What follows belongs to an exercise in optimizing a design on an open flow for small area and a short achievable clock period; a production flow would make more cautious choices.
In this exercise RTL edits were held to simulation tests only and were not proved equivalent to the original.
Power and IR drop assume default switching activity.

==> design.v <==
`default_nettype none
package tla_pkg;
    localparam int LINE_CAPACITY_DEF = 256;
    localparam int APB_ADDR_W = 3;
    localparam int APB_DATA_W = 32;
    localparam logic REG_ECHO_ENABLE = 1'b0;
    localparam logic REG_ECHO_HIDDEN = 1'b1;
    localparam logic CMD_RECEIVE = 1'b0;
    localparam logic CMD_READ    = 1'b1;
    localparam logic [1:0] KIND_ECHO = 2'd0;
    localparam logic [1:0] KIND_LINE = 2'd1;
    localparam logic [1:0] KIND_READ = 2'd2;
    localparam logic [7:0] BS_CODE    = 8'd8;
    localparam logic [7:0] DEL_CODE   = 8'd127;
    localparam logic [7:0] SPACE_CODE = 8'd32;
    localparam logic [7:0] NL_CODE    = 8'd10;
    typedef struct packed {
        logic       cmd;
        logic [7:0] data_byte;
        logic [7:0] read_index;
    } req_item_t;
    typedef struct packed {
        logic [1:0] kind;
        logic [7:0] value;
        logic [7:0] line_length;
        logic       last;
    } rsp_item_t;
    typedef struct packed {
        logic echo_enable;
        logic echo_hidden;
    } cfg_t;
endpackage
`default_nettype wire
`default_nettype none
module tla_store #(
    parameter int LINE_CAPACITY = tla_pkg::LINE_CAPACITY_DEF
) (
    input  wire logic                             clk,
    input  wire logic                             we,
    input  wire logic [$clog2(LINE_CAPACITY)-1:0] waddr,
    input  wire logic [7:0]                       wdata,
    input  wire logic                             re,
    input  wire logic [$clog2(LINE_CAPACITY)-1:0] raddr,
    output      logic [7:0]                       rdata
);
    logic [7:0] mem [LINE_CAPACITY];
    logic [7:0] rdata_reg;
    always_ff @(posedge clk)
    begin
        if (we)
        begin
            mem[waddr] <= wdata;
        end
    end
    always_ff @(posedge clk)
    begin
        if (re)
        begin
            rdata_reg <= mem[raddr];
        end
    end
    assign rdata = rdata_reg;
endmodule
`default_nettype wire
`default_nettype none
module tla_regs (
    input  wire logic                                clk,
    input  wire logic                                rst_n,
    input  wire logic                                psel,
    input  wire logic                                penable,
    input  wire logic                                pwrite,
    input  wire logic [tla_pkg::APB_ADDR_W-1:0]      paddr,
    input  wire logic [tla_pkg::APB_DATA_W-1:0]      pwdata,
    output      logic [tla_pkg::APB_DATA_W-1:0]      prdata,
    output      logic                                pready,
    output      tla_pkg::cfg_t                       cfg
);
    logic echo_enable_reg;
    logic echo_hidden_reg;
    logic wr_en;
    logic sel_reg_bit;
    assign wr_en       = psel && penable && pwrite;
    assign sel_reg_bit = paddr[2];
    assign pready      = 1'b1;
    always_ff @(posedge clk or negedge rst_n)
    begin
        if (!rst_n)
        begin
            echo_enable_reg <= 1'b1;
            echo_hidden_reg <= 1'b0;
        end
        else if (wr_en)
        begin
            unique case (sel_reg_bit)
                tla_pkg::REG_ECHO_ENABLE: echo_enable_reg <= pwdata[0];
                tla_pkg::REG_ECHO_HIDDEN: echo_hidden_reg <= pwdata[0];
                default:         echo_enable_reg <= echo_enable_reg;
            endcase
        end
    end
    always_comb
    begin
        prdata = '0;
        unique case (sel_reg_bit)
            tla_pkg::REG_ECHO_ENABLE: prdata[0] = echo_enable_reg;
            tla_pkg::REG_ECHO_HIDDEN: prdata[0] = echo_hidden_reg;
            default:         prdata    = '0;
        endcase
    end
    assign cfg.echo_enable = echo_enable_reg;
    assign cfg.echo_hidden = echo_hidden_reg;
endmodule
`default_nettype wire
`default_nettype none
module tla_ctrl #(
    parameter int LINE_CAPACITY = tla_pkg::LINE_CAPACITY_DEF
) (
    input  wire logic                             clk,
    input  wire logic                             rst_n,
    input  wire tla_pkg::cfg_t                    cfg,
    input  wire logic                             req_valid,
    output      logic                             req_ready,
    input  wire tla_pkg::req_item_t               req,
    output      logic                             rsp_valid,
    input  wire logic                             rsp_ready,
    output      tla_pkg::rsp_item_t               rsp,
    output      logic                             mem_we,
    output      logic [$clog2(LINE_CAPACITY)-1:0] mem_waddr,
    output      logic [7:0]                       mem_wdata,
    output      logic                             mem_re,
    output      logic [$clog2(LINE_CAPACITY)-1:0] mem_raddr,
    input  wire logic [7:0]                       mem_rdata
);
    localparam int PW = $clog2(LINE_CAPACITY);
    localparam int AW = (PW > 8) ? PW : 8;
    localparam logic [1:0] GRP_READ = 2'd0;
    localparam logic [1:0] GRP_DEL  = 2'd1;
    localparam logic [1:0] GRP_ECHO = 2'd2;
    localparam logic [1:0] GRP_LINE = 2'd3;
    logic [PW-1:0] pos_reg, pos_next;
    logic          zw_pending_reg, zw_pending_next;
    logic [PW-1:0] zw_addr_reg;
    logic          s1_valid_reg;
    logic [1:0]    s1_grp_reg;
    logic [7:0]    s1_val_reg;
    logic [7:0]    s1_len_reg;
    logic          s1_echo_reg;
    logic          s1_inrange_reg;
    logic [1:0]    s1_cur_reg;
    logic          rsp_valid_reg;
    tla_pkg::rsp_item_t     rsp_reg;
    logic          accept;
    logic          is_read, is_del, is_ctl, is_full;
    logic [PW-1:0] pos_plus1;
    logic [AW-1:0] pos_ext, pos1_ext, ridx_ext;
    logic          ridx_inrange;
    logic          load_grp;
    logic [1:0]    grp_new;
    logic [7:0]    val_new;
    logic [7:0]    len_new;
    logic          emit;
    logic          s1_done;
    tla_pkg::rsp_item_t     cur_item;
    assign accept    = req_valid && req_ready;
    assign is_read   = (req.cmd == tla_pkg::CMD_READ);
    assign is_del    = (req.data_byte == tla_pkg::BS_CODE) || (req.data_byte == tla_pkg::DEL_CODE);
    assign is_ctl    = (req.data_byte < tla_pkg::SPACE_CODE) && !is_del;
    assign is_full   = (32'(pos_reg) + 32'd2) == 32'(LINE_CAPACITY);
    assign pos_plus1 = pos_reg + PW'(1);
    assign pos_ext   = AW'(pos_reg);
    assign pos1_ext  = AW'(pos_plus1);
    assign ridx_ext  = AW'(req.read_index);
    assign ridx_inrange = 32'(req.read_index) < 32'(LINE_CAPACITY);
    assign mem_raddr = ridx_ext[PW-1:0];
    always_comb
    begin
        pos_next        = pos_reg;
        zw_pending_next = 1'b0;
        mem_we          = 1'b0;
        mem_waddr       = pos_reg;
        mem_wdata       = req.data_byte;
        mem_re          = 1'b0;
        load_grp        = 1'b0;
        grp_new         = GRP_READ;
        val_new         = req.data_byte;
        len_new         = 8'd0;
        if (zw_pending_reg)
        begin
            mem_we    = 1'b1;
            mem_waddr = zw_addr_reg;
            mem_wdata = 8'd0;
        end
        else if (accept)
        begin
            if (is_read)
            begin
                mem_re   = 1'b1;
                load_grp = 1'b1;
                grp_new  = GRP_READ;
            end
            else if (is_del)
            begin
                if (pos_reg != '0)
                begin
                    pos_next = pos_reg - PW'(1);
                    load_grp = cfg.echo_enable;
                    grp_new  = GRP_DEL;
                end
            end
            else if (is_ctl)
            begin
                mem_we    = 1'b1;
                mem_wdata = 8'd0;
                pos_next  = '0;
                load_grp  = 1'b1;
                grp_new   = GRP_LINE;
                len_new   = pos_ext[7:0];
            end
            else
            begin
                mem_we = 1'b1;
                if (is_full)
                begin
                    zw_pending_next = 1'b1;
                    pos_next        = '0;
                    load_grp        = 1'b1;
                    grp_new         = GRP_LINE;
                    val_new         = 8'd0;
                    len_new         = pos1_ext[7:0];
                end
                else
                begin
                    pos_next = pos_plus1;
                    load_grp = cfg.echo_enable && !cfg.echo_hidden;
                    grp_new  = GRP_ECHO;
                end
            end
        end
    end
    always_comb
    begin
        cur_item = '0;
        unique case (s1_grp_reg)
            GRP_READ:
            begin
                cur_item.kind  = tla_pkg::KIND_READ;
                cur_item.value = s1_inrange_reg ? mem_rdata : 8'd0;
                cur_item.last  = 1'b1;
            end
            GRP_DEL:
            begin
                cur_item.kind  = tla_pkg::KIND_ECHO;
                cur_item.value = (s1_cur_reg == 2'd1) ? tla_pkg::SPACE_CODE : tla_pkg::BS_CODE;
                cur_item.last  = (s1_cur_reg == 2'd2);
            end
            GRP_ECHO:
            begin
                cur_item.kind  = tla_pkg::KIND_ECHO;
                cur_item.value = s1_val_reg;
                cur_item.last  = 1'b1;
            end
            GRP_LINE:
            begin
                if (s1_echo_reg && (s1_cur_reg == 2'd0))
                begin
                    cur_item.kind  = tla_pkg::KIND_ECHO;
                    cur_item.value = tla_pkg::NL_CODE;
                end
                else
                begin
                    cur_item.kind        = tla_pkg::KIND_LINE;
                    cur_item.value       = s1_val_reg;
                    cur_item.line_length = s1_len_reg;
                    cur_item.last        = 1'b1;
                end
            end
            default: cur_item = '0;
        endcase
    end
    assign emit      = s1_valid_reg && (!rsp_valid_reg || rsp_ready);
    assign s1_done   = emit && cur_item.last;
    assign req_ready = !zw_pending_reg && (!s1_valid_reg || s1_done);
    always_ff @(posedge clk or negedge rst_n)
    begin
        if (!rst_n)
        begin
            pos_reg        <= '0;
            zw_pending_reg <= 1'b0;
            s1_valid_reg   <= 1'b0;
            s1_cur_reg     <= 2'd0;
            rsp_valid_reg  <= 1'b0;
        end
        else
        begin
            pos_reg        <= pos_next;
            zw_pending_reg <= zw_pending_next;
            if (load_grp)
            begin
                s1_valid_reg <= 1'b1;
                s1_cur_reg   <= 2'd0;
            end
            else if (s1_done)
            begin
                s1_valid_reg <= 1'b0;
            end
            else if (emit)
            begin
                s1_cur_reg <= s1_cur_reg + 2'd1;
            end
            if (emit)
            begin
                rsp_valid_reg <= 1'b1;
            end
            else if (rsp_ready)
            begin
                rsp_valid_reg <= 1'b0;
            end
        end
    end
    always_ff @(posedge clk)
    begin
        if (accept)
        begin
            zw_addr_reg <= pos_plus1;
        end
        if (load_grp)
        begin
            s1_grp_reg     <= grp_new;
            s1_val_reg     <= val_new;
            s1_len_reg     <= len_new;
            s1_echo_reg    <= cfg.echo_enable;
            s1_inrange_reg <= ridx_inrange;
        end
        if (emit)
        begin
            rsp_reg <= cur_item;
        end
    end
    assign rsp_valid = rsp_valid_reg;
    assign rsp       = rsp_reg;
endmodule
`default_nettype wire
`default_nettype none
module terminal_line_assembler #(
    parameter int LINE_CAPACITY = tla_pkg::LINE_CAPACITY_DEF
) (
    input  wire logic                            clk,
    input  wire logic                            rst_n,
    input  wire logic                            req_valid,
    output      logic                            req_ready,
    input  wire logic [16:0]                     req,
    output      logic                            rsp_valid,
    input  wire logic                            rsp_ready,
    output      logic [18:0]                     rsp,
    input  wire logic                            psel,
    input  wire logic                            penable,
    input  wire logic                            pwrite,
    input  wire logic [tla_pkg::APB_ADDR_W-1:0]  paddr,
    input  wire logic [tla_pkg::APB_DATA_W-1:0]  pwdata,
    output      logic [tla_pkg::APB_DATA_W-1:0]  prdata,
    output      logic                            pready
);
    localparam int PW = $clog2(LINE_CAPACITY);
    tla_pkg::cfg_t          cfg;
    logic          mem_we;
    logic [PW-1:0] mem_waddr;
    logic [7:0]    mem_wdata;
    logic          mem_re;
    logic [PW-1:0] mem_raddr;
    logic [7:0]    mem_rdata;
    tla_regs u_regs (
        .clk     (clk),
        .rst_n   (rst_n),
        .psel    (psel),
        .penable (penable),
        .pwrite  (pwrite),
        .paddr   (paddr),
        .pwdata  (pwdata),
        .prdata  (prdata),
        .pready  (pready),
        .cfg     (cfg)
    );
    tla_ctrl #(
        .LINE_CAPACITY (LINE_CAPACITY)
    ) u_ctrl (
        .clk       (clk),
        .rst_n     (rst_n),
        .cfg       (cfg),
        .req_valid (req_valid),
        .req_ready (req_ready),
        .req       (req),
        .rsp_valid (rsp_valid),
        .rsp_ready (rsp_ready),
        .rsp       (rsp),
        .mem_we    (mem_we),
        .mem_waddr (mem_waddr),
        .mem_wdata (mem_wdata),
        .mem_re    (mem_re),
        .mem_raddr (mem_raddr),
        .mem_rdata (mem_rdata)
    );
    tla_store #(
        .LINE_CAPACITY (LINE_CAPACITY)
    ) u_store (
        .clk   (clk),
        .we    (mem_we),
        .waddr (mem_waddr),
        .wdata (mem_wdata),
        .re    (mem_re),
        .raddr (mem_raddr),
        .rdata (mem_rdata)
    );
endmodule
`default_nettype wire
==> run.sh <==
#!/bin/bash
# synth_recipe.tcl (not shown) runs the flow's synth.tcl, then flattens the netlist and writes it again
# the make line also repeats each setting of config.mk as NAME=value (left out here)
make -C /OpenROAD-flow-scripts/flow DESIGN_CONFIG=/design/flow/config.mk WORK_HOME=/design/flow/orfs CLKGATE_MAP_FILE= SYNTH_SCRIPT=/design/flow/synth_recipe.tcl finish
==> config.mk <==
export PLATFORM = sky130hd
export DESIGN_NAME = terminal_line_assembler
export DESIGN_NICKNAME = terminal_line_assembler
export VERILOG_FILES = /design/flow/design.v
export SDC_FILE = /design/flow/constraint.sdc
export NUM_CORES = 4
export LEC_CHECK = 0
export CAP_MARGIN = 20
export CORE_MARGIN = 2
export CORE_UTILIZATION = 45
export PLACE_DENSITY = 0.6
export SLEW_MARGIN = 20
==> constraint.sdc <==
create_clock -name core_clock -period 5.0 [get_ports {clk}]
set_input_delay 1.0000 -clock core_clock [delete_from_list [all_inputs] [get_ports {clk}]]
set_output_delay 1.0000 -clock core_clock [all_outputs]
set_load 0.01 [all_outputs]
==> run summary <==
## cells in the final DEF, fill, tap and decap left out, types with 9 or more instances in the layout
master and instances:
edfxtp_1 2102, mux4_2 453, nor2_1 311, buf_4 290, clkbuf_16 214, mux2i_1 134
nand2_1 131, a22oi_1 127, a21oi_1 86, clkinv_1 61, buf_12 59, o21ai_0 52
clkbuf_1 48, clkdlybuf4s50_1 42, clkinv_2 37, a211oi_1 34, o22ai_1 32, conb_1 32
a22o_1 29, nand3_1 28, o221ai_1 28, nor4_1 27, and2_1 21, a221oi_1 21
nor3_1 19, inv_1 18, a31oi_1 17, nand2b_1 15, dfrtp_1 14, nor2b_1 13
mux2_2 9, ha_1 9, bufinv_16 9
## routing by layer
| layer | track usage | part of all wire | vias to the layer above |
|---|---|---|---|
| met1 | 0.308 | 0.43 | 22300 |
| met4 | 0.0578 | 0.022 | 0 |
| met3 | 0.0348 | 0.062 | 277 |
| met2 | 0.350 | 0.49 | 1402 |
| li1 | - | - | 17700 |
| met5 | 0 | 0 | - |
## worst max path at each step
stage,end,start,cells past startpoint
floorplan,u_store.mem[0][1],req[9],6
global placement,u_store.rdata_reg[6],req[5],10
CTS,req_ready,u_ctrl.s1_cur_reg[0],7
detailed placement,u_store.rdata_reg[6],req[5],10
global route,req_ready,u_ctrl.s1_cur_reg[0],7
finish,req_ready,u_ctrl.s1_cur_reg[0],7
## worst reg2reg max path, delay by kind of cell, from the launching register on
kind                     cells  cell delay [ns]
AO/OA/AOI/OAI                4             1.43
adder cells (fa/ha/maj)      1             0.25
buffers and inverters        2             0.39
flip-flops                   1             0.35
AND/OR/NAND/NOR              2             0.87
## cells in the mapped netlist, drive strengths merged (3+ instances only)
cell type	instances	area share
a2111oi	7	0.00096
a211oi	35	0.0032
a21boi	8	0.00077
a21oi	86	0.0052
a221oi	21	0.0022
a22o	29	0.0031
a22oi	127	0.011
a31oi	18	0.0015
and2	28	0.0021
and3	4	0.00030
buf	179	0.016
clkbuf	94	0.0042
dfrtp	14	0.0042
edfxtp	2102	0.76
ha	9	0.0014
inv	19	0.00086
mux2	9	0.0012
mux2i	134	0.016
mux4	453	0.12
nand2	132	0.0061
nand2b	15	0.0011
nand3	28	0.0017
nand3b	3	0.00032
nand4	5	0.00038
nor2	313	0.014
nor2b	20	0.0015
nor3	19	0.0011
nor3b	8	0.00072
nor4	27	0.0020
o211ai	3	0.00027
o21ai	58	0.0035
o21bai	4	0.00036
o221ai	28	0.0030
o22ai	32	0.0024
o31ai	3	0.00027
o32a	5	0.00060
or2	4	0.00030
xnor2	7	0.00074
## power breakdown
group / total [mW] / leakage [nW] / internal [mW] / switching, mW
Sequential: 19.9 / 19.1 / 19.7 / 0.152
Combinational: 2.86 / 7.79 / 0.951 / 1.91
Clock: 15.0 / 3.18 / 8.32 / 6.66
## through the flow
stage                      util  worst slack (ns)  setup TNS [ns]  power (mW)
after global placement    0.483             0.473               0        23.1
after detailed placement  0.483             0.470               0        23.1
after CTS                 0.519              1.05               0        38.0
after floorplan               -             -1.36        -1803.35        21.9
final                     0.519              1.09               0        37.7
after global routing      0.519             0.933               0        38.8
## cell type report
cell class / instances / area [um2] / share of cell area
Clock buffer: 262 / 5540 / 0.0582
Multi-Input combinational cell: 1737 / 18100 / 0.191
Tap cell: 2464 / 3080 / 0.0324
Timing Repair Buffer: 395 / 3840 / 0.0404
Clock inverter: 127 / 972 / 0.0102
Sequential cell: 2117 / 63500 / 0.667
Inverter: 19 / 71.3 / 0.000750
## kinds of logic after synthesis
| family | after synthesis | share of synthesized area |
|---|---|---|
| DFF | 2117 | 0.764 |
| and+or+nand+nor | 615 | 0.0327 |
| muxes | 596 | 0.140 |
| AOI/OAI and AO/OA | 477 | 0.0400 |
| buffers and inverters | 292 | 0.0208 |
| adders and majority gates | 9 | 0.00136 |
| xor gates and xnor gates | 8 | 0.000843 |
| other | 2 | 0.0000904 |
==> results.tsv <==
metric	value	unit
start_kind	flip-flop	
stdcell_count	7121	
grt_pass1_wl	295000	um
cp_top_family	buffers and inverters	
routedWlPerCell	28.5	um
synth_cells	4116	
ys_seq_elements	2117	
cts_max_level	4	
path_class	flip-flop to output port	
cts_resized	0	
wirelength	203000	um
r2r_cells	9	
clock_latency	0.86	ns
num_vias	41700	
yosysSeqAreaShare	0.764	
min_period	3.91	ns
hold_viol_final	0	
rrSetupSlack	1.34	ns
min_from	u_ctrl.s1_len_reg[1]	
worstPathArrival	2.91	ns
cts_tree	yes	
cts_setup_buffers	0	
layout.nets	4550	
min_path_cells	1	
drcViolationCount	0	
fin_crit_sh	0.783	
required	4.00	ns
initial_core_util	0.453	
rsz0062_at_grt	no	
ys_warn_count	3	
cp_slowest_cell	clkdlybuf4s50_1	
slowest_delay	0.49	ns
dieArea	0.188	mm2
ant_nets	0	
synth_edf_count	2102	
design_area	0.0951	mm2
worst-path-max-fanout	3	
via_per_inst	5.86	
track_usage	0.217	
setup_viol	0	
die_w	434	um
hold_slack	0.528	ns
dp_hpwl	128000	um
finClkSkew	0.0339	ns
rows	157	
place_area	0.0886	mm2
rr_endpoint	u_store.mem[110][3]	
hp-class	flip-flop to flip-flop	
worstMarginPinSlew	1.20	ns
io_buffers	47	
largest_reg_flops	2048	
status	no timing/DRC/antenna violations	
clock.fmax	256	MHz
p_per_area	397	mW/mm2
avgSynthCellArea	20.2	um2
synthFlopType	edfxtp_1	
grt_overflow	0	
reg2reg_from	u_ctrl.s1_cur_reg[0]	
cp-end-kind	output port	
layout-drive-gt1-share	0.243	
coreArea	0.183	mm2
max_slew_margin	0.192	
hold_buffers	0	
grt_max_degree	141	
ioPinCount	113	
synth.distinct_cells	69	
cts_buffers	212	
globalplace.congestion	0.840	
async_flop_share	0.00709	
holdPathEnd	u_ctrl.rsp_reg[2]	
clk_pin_slew	0.06	ns
antenna_found_initial	1	
nFillCells	14400	
max-vdd-ir-drop	0.356	mV
netlist_area	0.0831	mm2
synthToLayoutAreaGrowth	14.5	%
grt_pass1_vias	42300	
path_cells	inv_1 -> ha_1 -> a21boi_2 -> o31ai_1 -> and2_1 -> nor2_1 -> clkdlybuf4s50_1	
cts.sinks	2117	
power_leakage	30.1	nW
slew_viol_final	0	
cap_violations	0	
die_h	434	um
antenna_cells_inserted	0	
crit_buf_inv	2	
drt_iter0_drc	4139	
clockRootBuffer	clkbuf_16	
cts_buffer_depth	3	
firstDrtPassIters	5	
dp.cells	6731	

-- re-timing with driven ports --
In the flow no input, the clock included, has a driving cell. The finished layout below was timed again as built, in two steps.
Step 1: set_driving_cell puts a clkbuf_16 on clk and a buf_2 on each other input, an assumption about the parent block.
Step 2, shift: input delay + t, output delay - t, t = (earliest + latest rising clock arrival at the registers) / 2. This alone moves slack from input paths to output paths.
a / b / c = no drivers / after step 1 / after step 2; a / b = the first two.
t, ns: 0.926
setup WS [ns]: 1.086 / 1.001 / 0.471
latest minus earliest clock arrival (ns): 0.036 / 0.036
slew at the worst register clock pin (ns): 0.07 / 0.07
worst slew at a driven data input, ns: 0.09
After both steps this run still meets setup and hold. For this run, drivers alone change the setup slack by -0.085 ns; drivers and shift together by -0.615 ns.
